What follows belongs to an exercise in optimizing a design on an open flow for small area; a production flow would make more cautious choices.
In this exercise RTL edits were held to simulation tests only and were not proved equivalent to the original.
Power is estimated from default activity; no workload was simulated.

--- flow/config.mk ---
export PLATFORM = sky130hd
export DESIGN_NAME = csr_unit
export DESIGN_NICKNAME = csr_unit
export VERILOG_FILES = /design/flow/design.v
export SDC_FILE = /design/flow/constraint.sdc
export NUM_CORES = 4
export LEC_CHECK = 0
export CAP_MARGIN = 20
export CORE_MARGIN = 2
export CORE_UTILIZATION = 40
export SLEW_MARGIN = 20
--- flow/constraint.sdc ---
create_clock -name core_clock -period 5.0 [get_ports {s_clk_i}]
set_input_delay 1.0000 -clock core_clock [delete_from_list [all_inputs] [get_ports {s_clk_i}]]
set_output_delay 1.0000 -clock core_clock [all_outputs]
set_load 0.01 [all_outputs]
--- flow/design.v ---
`timescale 1ns/10ps
package csr_pkg;
    localparam int xlen = 32;
    typedef enum logic [11:0] {
        csr_mstatus   = 12'h300,
        csr_misa      = 12'h301,
        csr_mie       = 12'h304,
        csr_mtvec     = 12'h305,
        csr_mscratch  = 12'h340,
        csr_mepc      = 12'h341,
        csr_mcause    = 12'h342,
        csr_mtval     = 12'h343,
        csr_mip       = 12'h344,
        csr_mcycle    = 12'hB00,
        csr_minstret  = 12'hB02,
        csr_mcycleh   = 12'hB80,
        csr_minstreth = 12'hB82,
        csr_mhartid   = 12'hF14
    } csr_addr_e;
    typedef enum logic [11:0] {
        sys_ecall  = 12'h000,
        sys_ebreak = 12'h001,
        sys_mret   = 12'h302
    } sys_imm_e;
    typedef enum logic [1:0] {
        unit_none,
        unit_alu,
        unit_lsu,
        unit_csr
    } unit_e;
    typedef enum logic [1:0] {
        fun_sys,
        fun_rw,
        fun_rs,
        fun_rc
    } csr_fun_e;
    typedef enum logic [1:0] {
        imiscon_none,
        imiscon_ille,
        imiscon_ferr,
        imiscon_pmav
    } imiscon_e;
    typedef enum logic [4:0] {
        exc_iaccess = 5'd1,
        exc_illegal = 5'd2,
        exc_ebreak  = 5'd3,
        exc_lmisal  = 5'd4,
        exc_laccess = 5'd5,
        exc_smisal  = 5'd6,
        exc_saccess = 5'd7,
        exc_ecall   = 5'd11
    } exc_code_e;
    typedef enum logic [4:0] {
        int_msi = 5'd3,
        int_mti = 5'd7,
        int_mei = 5'd11
    } int_code_e;
    localparam logic [1:0] lsu_half = 2'd1;  
    localparam logic [1:0] lsu_word = 2'd2;
    localparam int irq_msi_bit      = 3;
    localparam int irq_mti_bit      = 7;
    localparam int irq_mei_bit      = 11;
    localparam int mstatus_mie_bit  = 3;
    localparam int mstatus_mpie_bit = 7;
    localparam logic [xlen-1:0] misa_val         = 32'h4000_1104;  
    localparam logic [xlen-1:0] mie_mask         = 32'h0000_0888;  
    localparam logic [xlen-1:0] mstatus_rd_fixed = 32'h0000_1800;  
endpackage
`timescale 1ns/10ps
import csr_pkg::*;
module csr_decode (
    input  logic [1:0]               unit_i,
    input  logic [3:0]      function_i,
    input  logic [11:0]     payload_i,
    input  logic [csr_pkg::xlen-1:0] val_i,
    input  logic [1:0]               imiscon_i,
    input  logic            hresp_i,
    input  logic            stall_i,
    input  logic            flush_i,
    input  logic            rstpp_i,
    output logic            csr_wr_o,
    output logic [11:0]               csr_addr_o,
    output logic [1:0]               csr_fun_o,
    output logic            mret_o,
    output logic            commit_o,
    output logic            exception_o,
    output logic            exc_active_ready_o,
    output csr_pkg::exc_code_e       exc_code_o
);
    logic is_lsu;
    logic pmav;
    logic sys_op;
    logic misaligned;
    logic e_iacc;
    logic e_ill;
    logic e_ecall;
    logic e_ebreak;
    logic e_misal;
    logic e_lsacc;
    logic execute;
    assign is_lsu     = (unit_i == unit_lsu);
    assign pmav       = (imiscon_i == imiscon_pmav);
    assign misaligned = ((function_i[1:0] == lsu_half) & val_i[0]) |
                        ((function_i[1:0] == lsu_word) & (|val_i[1:0]));
    always_comb begin : strobe_gen
        sys_op   = (unit_i == unit_csr) & (function_i[2:0] == 3'b000);
        csr_wr_o = (unit_i == unit_csr) & (function_i[1:0] != fun_sys) & ~flush_i;
        mret_o   = sys_op & (payload_i == sys_mret) & ~flush_i;
    end
    assign e_iacc   = (imiscon_i == imiscon_ferr) | (pmav & ~is_lsu);
    assign e_ill    = (imiscon_i == imiscon_ille);
    assign e_ecall  = sys_op & (payload_i == sys_ecall);
    assign e_ebreak = sys_op & (payload_i == sys_ebreak);
    assign e_misal  = is_lsu & misaligned;
    assign e_lsacc  = is_lsu & (hresp_i | pmav);
    assign exception_o = e_iacc | e_ill | e_ecall | e_ebreak | e_misal | e_lsacc;
    assign execute     = ((unit_i != unit_none) | e_iacc | e_ill) & ~rstpp_i;
    assign exc_active_ready_o = exception_o & execute;
    assign commit_o   = (unit_i != unit_none) & ~stall_i & ~flush_i;  
    assign csr_addr_o = payload_i;
    assign csr_fun_o  = function_i[1:0];
    always_comb begin : exc_prio
        if (e_iacc) begin
            exc_code_o = exc_iaccess;
        end else if (e_ill) begin
            exc_code_o = exc_illegal;
        end else if (e_ecall) begin
            exc_code_o = exc_ecall;
        end else if (e_ebreak) begin
            exc_code_o = exc_ebreak;
        end else if (e_misal) begin
            exc_code_o = function_i[3] ? exc_smisal : exc_lmisal;
        end else begin
            exc_code_o = function_i[3] ? exc_saccess : exc_laccess;
        end
    end
endmodule
`timescale 1ns/10ps
import csr_pkg::*;
module csr_trap_ctrl (
    input  logic [csr_pkg::xlen-1:0] mie_i,
    input  logic [csr_pkg::xlen-1:0] mip_i,
    input  logic            mstatus_mie_i,
    input  logic [csr_pkg::xlen-1:0] mtvec_i,
    input  logic            interrupted_i,
    input  logic            exc_active_ready_i,
    output logic            int_pending_o,
    output csr_pkg::int_code_e       int_code_o,
    output logic            trap_take_o,
    output logic            exc_take_o,
    output logic [csr_pkg::xlen-1:0] exc_trap_o,
    output logic [csr_pkg::xlen-1:0] int_trap_o
);
    logic [xlen-1:0] pend;
    logic [xlen-1:0] int_vect;
    assign pend          = mie_i & mip_i;
    assign int_pending_o = (|pend) & mstatus_mie_i;
    always_comb begin : int_rank
        if (pend[irq_mei_bit]) begin
            int_code_o = int_mei;
        end else if (pend[irq_msi_bit]) begin
            int_code_o = int_msi;
        end else begin
            int_code_o = int_mti;
        end
    end
    assign trap_take_o = interrupted_i | exc_active_ready_i;
    assign exc_take_o  = exc_active_ready_i & ~interrupted_i;
    assign exc_trap_o = {mtvec_i[xlen-1:2], 2'b00};
    assign int_vect   = exc_trap_o + {{(xlen-7){1'b0}}, int_code_o, 2'b00};
    assign int_trap_o = mtvec_i[0] ? int_vect : exc_trap_o;  
endmodule
`timescale 1ns/10ps
import csr_pkg::*;
module csr_counters (
    input  logic            s_clk_i,
    input  logic            arst_n_i,
    input  logic            csr_wr_i,
    input  logic [11:0]               csr_addr_i,
    input  logic [csr_pkg::xlen-1:0] wdata_i,
    input  logic            commit_i,
    output logic [63:0]     mcycle_o,
    output logic [63:0]     minstret_o
);
    logic [63:0] mcycle_q;
    logic [63:0] minstret_q;
    function automatic logic [63:0] cnt_next(
        input logic [63:0]     cur,
        input logic            inc,
        input logic            wr_lo,
        input logic            wr_hi,
        input logic [xlen-1:0] wdata
    );
        logic [63:0] nxt;
        nxt = inc ? cur + 64'd1 : cur;
        if (wr_lo) begin
            nxt[xlen-1:0] = wdata;
        end
        if (wr_hi) begin
            nxt[63:xlen] = wdata;
        end
        cnt_next = nxt;
    endfunction
    always_ff @(posedge s_clk_i or negedge arst_n_i) begin
        if (!arst_n_i) begin
            mcycle_q   <= '0;
            minstret_q <= '0;
        end else begin
            mcycle_q   <= cnt_next(mcycle_q, 1'b1,
                                   csr_wr_i & (csr_addr_i == csr_mcycle),
                                   csr_wr_i & (csr_addr_i == csr_mcycleh), wdata_i);
            minstret_q <= cnt_next(minstret_q, commit_i,
                                   csr_wr_i & (csr_addr_i == csr_minstret),
                                   csr_wr_i & (csr_addr_i == csr_minstreth), wdata_i);
        end
    end
    assign mcycle_o   = mcycle_q;
    assign minstret_o = minstret_q;
endmodule
`timescale 1ns/10ps
import csr_pkg::*;
module csr_regs (
    input  logic            s_clk_i,
    input  logic            arst_n_i,
    input  logic            csr_wr_i,
    input  logic [11:0]               csr_addr_i,
    input  logic [1:0]               csr_fun_i,
    input  logic            mret_i,
    input  logic            trap_take_i,
    input  logic            exc_take_i,
    input  logic            interrupted_i,
    input  csr_pkg::int_code_e       int_code_i,
    input  csr_pkg::exc_code_e       exc_code_i,
    input  logic [csr_pkg::xlen-1:0] val_i,
    input  logic [csr_pkg::xlen-1:0] pc_i,
    input  logic            int_meip_i,
    input  logic            int_mtip_i,
    input  logic            int_msip_i,
    input  logic [63:0]     mcycle_i,
    input  logic [63:0]     minstret_i,
    output logic [csr_pkg::xlen-1:0] rdata_o,
    output logic [csr_pkg::xlen-1:0] wdata_o,
    output logic [csr_pkg::xlen-1:0] mie_o,
    output logic [csr_pkg::xlen-1:0] mip_o,
    output logic            mstatus_mie_o,
    output logic [csr_pkg::xlen-1:0] mtvec_o,
    output logic [csr_pkg::xlen-1:0] mepc_o
);
    logic [xlen-1:0] mstatus_q;
    logic [xlen-1:0] mie_q;
    logic [xlen-1:0] mip_q;
    logic [xlen-1:0] mip_d;
    logic [xlen-1:0] mtvec_q;
    logic [xlen-1:0] mscratch_q;
    logic [xlen-1:0] mepc_q;
    logic [xlen-1:0] mcause_q;
    logic [xlen-1:0] mtval_q;
    logic [4:0]      cause_code;
    always_comb begin : rd_mux
        case (csr_addr_i)
            csr_mstatus:   rdata_o = mstatus_q | mstatus_rd_fixed;
            csr_misa:      rdata_o = misa_val;
            csr_mie:       rdata_o = mie_q;
            csr_mtvec:     rdata_o = mtvec_q;
            csr_mscratch:  rdata_o = mscratch_q;
            csr_mepc:      rdata_o = mepc_q;
            csr_mcause:    rdata_o = mcause_q;
            csr_mtval:     rdata_o = mtval_q;
            csr_mip:       rdata_o = mip_q;
            csr_mcycle:    rdata_o = mcycle_i[xlen-1:0];
            csr_mcycleh:   rdata_o = mcycle_i[63:xlen];
            csr_minstret:  rdata_o = minstret_i[xlen-1:0];
            csr_minstreth: rdata_o = minstret_i[63:xlen];
            default:       rdata_o = '0;  
        endcase
    end
    always_comb begin : rmw
        case (csr_fun_i)
            fun_rw:  wdata_o = val_i;
            fun_rs:  wdata_o = val_i | rdata_o;
            fun_rc:  wdata_o = ~val_i & rdata_o;
            default: wdata_o = rdata_o;
        endcase
    end
    always_comb begin : mip_sample
        mip_d              = '0;
        mip_d[irq_mei_bit] = int_meip_i;
        mip_d[irq_mti_bit] = int_mtip_i;
        mip_d[irq_msi_bit] = int_msip_i;
    end
    always_comb begin : cause_sel
        if (interrupted_i) begin
            cause_code = int_code_i;
        end else begin
            cause_code = exc_code_i;
        end
    end
    always_ff @(posedge s_clk_i or negedge arst_n_i) begin
        if (!arst_n_i) begin
            mstatus_q <= '0;
            mepc_q    <= '0;
            mcause_q  <= '0;
            mtval_q   <= '0;
        end else begin
            if (trap_take_i) begin
                mstatus_q[mstatus_mpie_bit] <= mstatus_q[mstatus_mie_bit];
                mstatus_q[mstatus_mie_bit]  <= 1'b0;
                mepc_q   <= pc_i;
                mcause_q <= {interrupted_i, {(xlen-6){1'b0}}, cause_code};
            end else if (mret_i) begin
                mstatus_q[mstatus_mpie_bit] <= 1'b1;
                mstatus_q[mstatus_mie_bit]  <= mstatus_q[mstatus_mpie_bit];
            end else if (csr_wr_i) begin
                if (csr_addr_i == csr_mstatus) begin
                    mstatus_q <= wdata_o & mie_mask & ~mstatus_rd_fixed;  
                end
                if (csr_addr_i == csr_mepc) begin
                    mepc_q <= wdata_o;
                end
                if (csr_addr_i == csr_mcause) begin
                    mcause_q <= wdata_o;
                end
            end
            if (exc_take_i) begin
                mtval_q <= val_i;
            end else if (csr_wr_i && (csr_addr_i == csr_mtval)) begin
                mtval_q <= wdata_o;
            end
        end
    end
    always_ff @(posedge s_clk_i or negedge arst_n_i) begin
        if (!arst_n_i) begin
            mie_q      <= '0;
            mip_q      <= '0;
            mtvec_q    <= '0;
            mscratch_q <= '0;
        end else begin
            mip_q <= mip_d;
            if (csr_wr_i && (csr_addr_i == csr_mie)) begin
                mie_q <= wdata_o & mie_mask;
            end
            if (csr_wr_i && (csr_addr_i == csr_mtvec)) begin
                mtvec_q <= {wdata_o[xlen-1:2], 1'b0, wdata_o[0]};  
            end
            if (csr_wr_i && (csr_addr_i == csr_mscratch)) begin
                mscratch_q <= wdata_o;
            end
        end
    end
    assign mie_o         = mie_q;
    assign mip_o         = mip_q;
    assign mstatus_mie_o = mstatus_q[mstatus_mie_bit];
    assign mtvec_o       = mtvec_q;
    assign mepc_o        = mepc_q;
endmodule
`timescale 1ns/10ps
import csr_pkg::*;
module csr_unit (
    input  logic            s_clk_i,
    input  logic            arst_n_i,
    input  logic [1:0]               unit_i,
    input  logic [3:0]      function_i,
    input  logic [11:0]     payload_i,
    input  logic [csr_pkg::xlen-1:0] val_i,
    input  logic [csr_pkg::xlen-1:0] pc_i,
    input  logic [1:0]               imiscon_i,
    input  logic            hresp_i,
    input  logic            stall_i,
    input  logic            flush_i,
    input  logic            rstpp_i,
    input  logic            interrupted_i,
    input  logic            int_meip_i,
    input  logic            int_mtip_i,
    input  logic            int_msip_i,
    output logic [csr_pkg::xlen-1:0] csr_rdata_o,
    output logic [csr_pkg::xlen-1:0] exc_trap_o,
    output logic [csr_pkg::xlen-1:0] int_trap_o,
    output logic [csr_pkg::xlen-1:0] mepc_o,
    output logic            treturn_o,
    output logic            int_pending_o,
    output logic            exception_o
);
    logic            csr_wr;
    logic [11:0]     csr_addr;
    logic [1:0]      csr_fun;
    logic            mret;
    logic            commit;
    logic            exc_active_ready;
    csr_pkg::exc_code_e       exc_code;
    csr_pkg::int_code_e       int_code;
    logic            trap_take;
    logic            exc_take;
    logic [xlen-1:0] mie;
    logic [xlen-1:0] mip;
    logic            mstatus_mie;
    logic [xlen-1:0] mtvec;
    logic [xlen-1:0] wdata;
    logic [63:0]     mcycle;
    logic [63:0]     minstret;
    assign treturn_o = mret;
    csr_decode u_decode (
        .unit_i(unit_i), .function_i(function_i), .payload_i(payload_i), .val_i(val_i),
        .imiscon_i(imiscon_i), .hresp_i(hresp_i), .stall_i(stall_i), .flush_i(flush_i),
        .rstpp_i(rstpp_i), .csr_wr_o(csr_wr), .csr_addr_o(csr_addr), .csr_fun_o(csr_fun),
        .mret_o(mret), .commit_o(commit), .exception_o(exception_o),
        .exc_active_ready_o(exc_active_ready), .exc_code_o(exc_code)
    );
    csr_trap_ctrl u_trap_ctrl (
        .mie_i(mie), .mip_i(mip), .mstatus_mie_i(mstatus_mie), .mtvec_i(mtvec),
        .interrupted_i(interrupted_i), .exc_active_ready_i(exc_active_ready),
        .int_pending_o(int_pending_o), .int_code_o(int_code), .trap_take_o(trap_take),
        .exc_take_o(exc_take), .exc_trap_o(exc_trap_o), .int_trap_o(int_trap_o)
    );
    csr_regs u_regs (
        .s_clk_i(s_clk_i), .arst_n_i(arst_n_i), .csr_wr_i(csr_wr), .csr_addr_i(csr_addr),
        .csr_fun_i(csr_fun), .mret_i(mret), .trap_take_i(trap_take), .exc_take_i(exc_take),
        .interrupted_i(interrupted_i), .int_code_i(int_code), .exc_code_i(exc_code),
        .val_i(val_i), .pc_i(pc_i), .int_meip_i(int_meip_i), .int_mtip_i(int_mtip_i),
        .int_msip_i(int_msip_i), .mcycle_i(mcycle), .minstret_i(minstret),
        .rdata_o(csr_rdata_o), .wdata_o(wdata), .mie_o(mie), .mip_o(mip),
        .mstatus_mie_o(mstatus_mie), .mtvec_o(mtvec), .mepc_o(mepc_o)
    );
    csr_counters u_counters (
        .s_clk_i(s_clk_i), .arst_n_i(arst_n_i), .csr_wr_i(csr_wr), .csr_addr_i(csr_addr),
        .wdata_i(wdata), .commit_i(commit), .mcycle_o(mcycle), .minstret_o(minstret)
    );
endmodule
--- flow/run.sh ---
#!/bin/bash
# synth_recipe.tcl (not shown) runs the flow's synth.tcl, then flattens the netlist and writes it again
# the make line also repeats each setting of config.mk as NAME=value (left out here)
make -C /OpenROAD-flow-scripts/flow DESIGN_CONFIG=/design/flow/config.mk WORK_HOME=/design/flow/orfs CLKGATE_MAP_FILE= SYNTH_SCRIPT=/design/flow/synth_recipe.tcl finish
==> metrics.cfg <==
[run_status]
status=finished clean

[worst_hold_path]
hp-start=u_regs.mscratch_q[12]
holdPathEnd=u_regs.mscratch_q[12]
min-delay-path-class=reg2reg
hold_depth=2

[floorplan]
initial_core_util=0.406
die_area_um2=49300
die_w_um=222
io_pins=225
coreArea_um2=46800
die_height_um=222
rows=79

[logic_synthesis]
ys_top_cells_by_count=333 x nand2_1, 295 x dfrtp_1, 157 x nor2_1, 100 x xnor2_1, 94 x a21oi_1
synth_area_um2=19000
yosysTopAreaCell=dfrtp_1
synth_seq_area_share=0.388
synthTopCellsByArea=dfrtp_1 39%, nand2_1 6.6%, xnor2_1 4.6%
synth_most_common_cell=nand2_1
yosys_warnings=4
synth_seq_cells=295
synth_cell_type_count=104
postSynthCellCount=2145
synth_edf_count=0
syn_area_per_cell_um2=8.86
postSynth.asyncResetShare=1.00
ys.flop_type=dfrtp_1
netlist.area_leader.share=0.388

[drt]
drt_wl_total_um=87400
routed_via_density=6.29
dr.pass1.iters=6
first_iter_violations=2506
route.detailed.drc=0
antenna_left=0
routedWlPerCell_um=29.2
num_vias=18787

[timing]
fin_tns_setup_ps=0
fin_skew_ps=22.5
fmax_mhz=203
fin_crit_ps=4910
slew_viol_final=0
layout_setup_ws_ps=85.5
rsz0062_at_grt=no
tightest_slew_ps=1100
setup_violations=0
final_hold_viol_count=0
slew_headroom=0.264
whs_ps=474
fin_crit_sh=0.983

[grt]
grt_pass1_wl_um=127000
grt.overflow.total=0
antenna_found_initial=2
grt_pass1_vias=18030
grt_start_max_net_pins=101
track_usage=0.352

[worst_setup_path]
rr_worst_depth=7
slowest_delay_ps=570
worstReg2RegStart=u_counters.mcycle_q[2]
end_kind=output port
worstSetupStartpointType=input port
worstPathRequired_ps=4000
rrSetupSlack_ps=1570
path_cells=clkdlybuf4s50_1 > and4bb_2 > buf_4 > nand3_1 > buf_4 > o2111ai_1 > or3_1 > clkdlybuf4s50_1
critical_path_class=in2out
crit_arrival_ps=3910
crit_fanout=15
reg2reg_to=u_counters.mcycle_q[62]
critPathSlowestCell=clkdlybuf4s50_1

[place]
dp_hpwl_um=65000
place.gp.congestion=1.02
port_buffers=220
post-place-ws_ps=-104
dpl.cell_count=2922

[finish]
drive_gt1_frac=0.129
nets=2454
multi_input_area_um2=10600
nFillCells=4414
regArea_um2=7380
syn_to_final_growth_pct=22.8
layoutNonFillerInstCount=2988

[clocking]
cts_root_buffer=clkbuf_16
clk_path_buf_depth=3
cts_tree=done
htree_levels=2
insertion_delay_ps=570
cts_made_buffers=37
path_clk_slew_ps=60
cts_sinks=295

[job]
maxCapViolations=0

[power_and_ir_drop]
powerDensity_nw_per_um2=261
p_leak_nw=9.66
vdd_drop_max_mv=0.187

[layer usage]
| layer | GRT usage | vias up | share of wire |
|---|---|---|---|
| met1 | 0.470 | 9237 | 0.40 |
| met2 | 0.526 | 1145 | 0.43 |
| met4 | 0.194 | 0 | 0.060 |
| li1 | - | 8199 | - |
| met5 | 0.000978 | - | 0 |
| met3 | 0.0811 | 206 | 0.11 |
[state kept, by name (all words and copies together) (netlist names)]
name	cells
u_regs.mscratch_q	32
u_counters.mcycle_q	64
u_regs.mie_q	3
u_regs.mtval_q	32
u_regs.mstatus_q	2
u_regs.mcause_q	32
u_regs.mip_q	3
u_counters.minstret_q	64
u_regs.mtvec_q	31
u_regs.mepc_q	32
[timing repair]
item / in CTS / in global routing
pin swaps: 0 / 1
setup endpoints to repair: 3 / 8
buffers inserted: 0 / 1
gates resized for setup: 3 / 6
hold buffers: 0 / 0
[where the power goes]
part	total (mW)	internal, mW	switching (mW)	leakage, nW
Sequential	2.64	2.50	0.141	3.72
Clock	2.61	1.48	1.13	0.550
Combinational	0.835	0.316	0.519	5.39
Total	6.09	4.29	1.79	9.66
[cells by family after synthesis]
family          after synthesis  share of synthesized area
simple gates                881                      0.241
compound gates              501                      0.188
flops                       295                      0.388
buf+inv                     220                     0.0592
xor+xnor                    159                     0.0733
mux                          83                     0.0468
fa+ha+maj                     5                    0.00329
other cells                   1                   0.000197
[worst max path at each step]
stage	cells after the start	endpoint	from	slack [ps]
2_1_floorplan	6	csr_rdata_o[18]	payload_i[5]	1420
3_3_place_gp	9	csr_rdata_o[4]	payload_i[6]	-30
3_5_place_dp	9	csr_rdata_o[4]	payload_i[6]	-100
4_1_cts	12	int_trap_o[26]	u_regs.mie_q[11]	6
5_1_grt	8	csr_rdata_o[23]	payload_i[9]	6
6_report	8	csr_rdata_o[23]	payload_i[11]	90
[stage by stage]
stage          utilization  total power, mW  area (µm²)
6_report             0.499             6.09       23300
2_1_floorplan            -             3.01       19000
4_1_cts              0.499             6.09       23300
5_1_grt              0.499             6.25       23300
3_3_place_gp         0.474             3.48       22200
3_5_place_dp         0.474             3.49       22200
[layout by cell type (no fill, tap or decap), drive strengths merged, types with 7 or more instances in the layout]
cell type      instances
nand3                 89
a211oi                25
a22o                  10
a22oi                 43
o41a                   7
o221ai                19
xnor2                100
buf                  132
inv                   42
nand2                334
a221oi                10
a21o                  13
mux2                  27
xor2                  59
o21ai                135
clkdlybuf4s50        215
mux2i                 55
nand4                 93
nor4                  22
and4                  14
a31oi                 18
nor3                  44
nor4b                 11
or3                   23
o211ai                31
clkbuf                52
nor2                 160
dfrtp                295
nand2b                 8
o22ai                 25
a21oi                100
and3                  37
o2111ai                8
and2                  10
[cell type report]
cell class                      count  area share
Multi-Input combinational cell   1633       0.452
Sequential cell                   295       0.316
Timing Repair Buffer              350       0.145
Clock buffer                       52      0.0438
Tap cell                          607      0.0325
Inverter                           38     0.00611
Clock inverter                     11     0.00418
Antenna cell                        2    0.000214
[critical path, delay by kind of cell]
kind	cells	cell delay, ps
AND/OR/NAND/NOR	3	900
AO/OA/AOI/OAI	1	430
buffers and inverters	4	1550

-- static timing again, ports no longer ideal --
The flow's constraints put no driver on any port. The routed layout listed below was extracted and timed again, unchanged, in two steps.
Step 1: set_driving_cell puts a clkbuf_16 on s_clk_i and a buf_2 on each other input, an assumption about the parent block.
Step 2 adds t to the input delays and takes it off the output delays; t is the mean of the earliest and latest rising clock arrival at the registers after step 1. Input paths then give back, and output paths get back, about the clock's delay inside the block.
a / b / c = ideal / step 1 / step 2; a / b = the first two.
t, ns: 0.620
setup WS [ns]: 0.086 / 0.064 / 0.064
cell pins on the clock port's net: 1
After both steps setup and hold are still met in this run. The setup slack of this run moves by -0.022 ns with the drivers and by -0.022 ns with both steps.
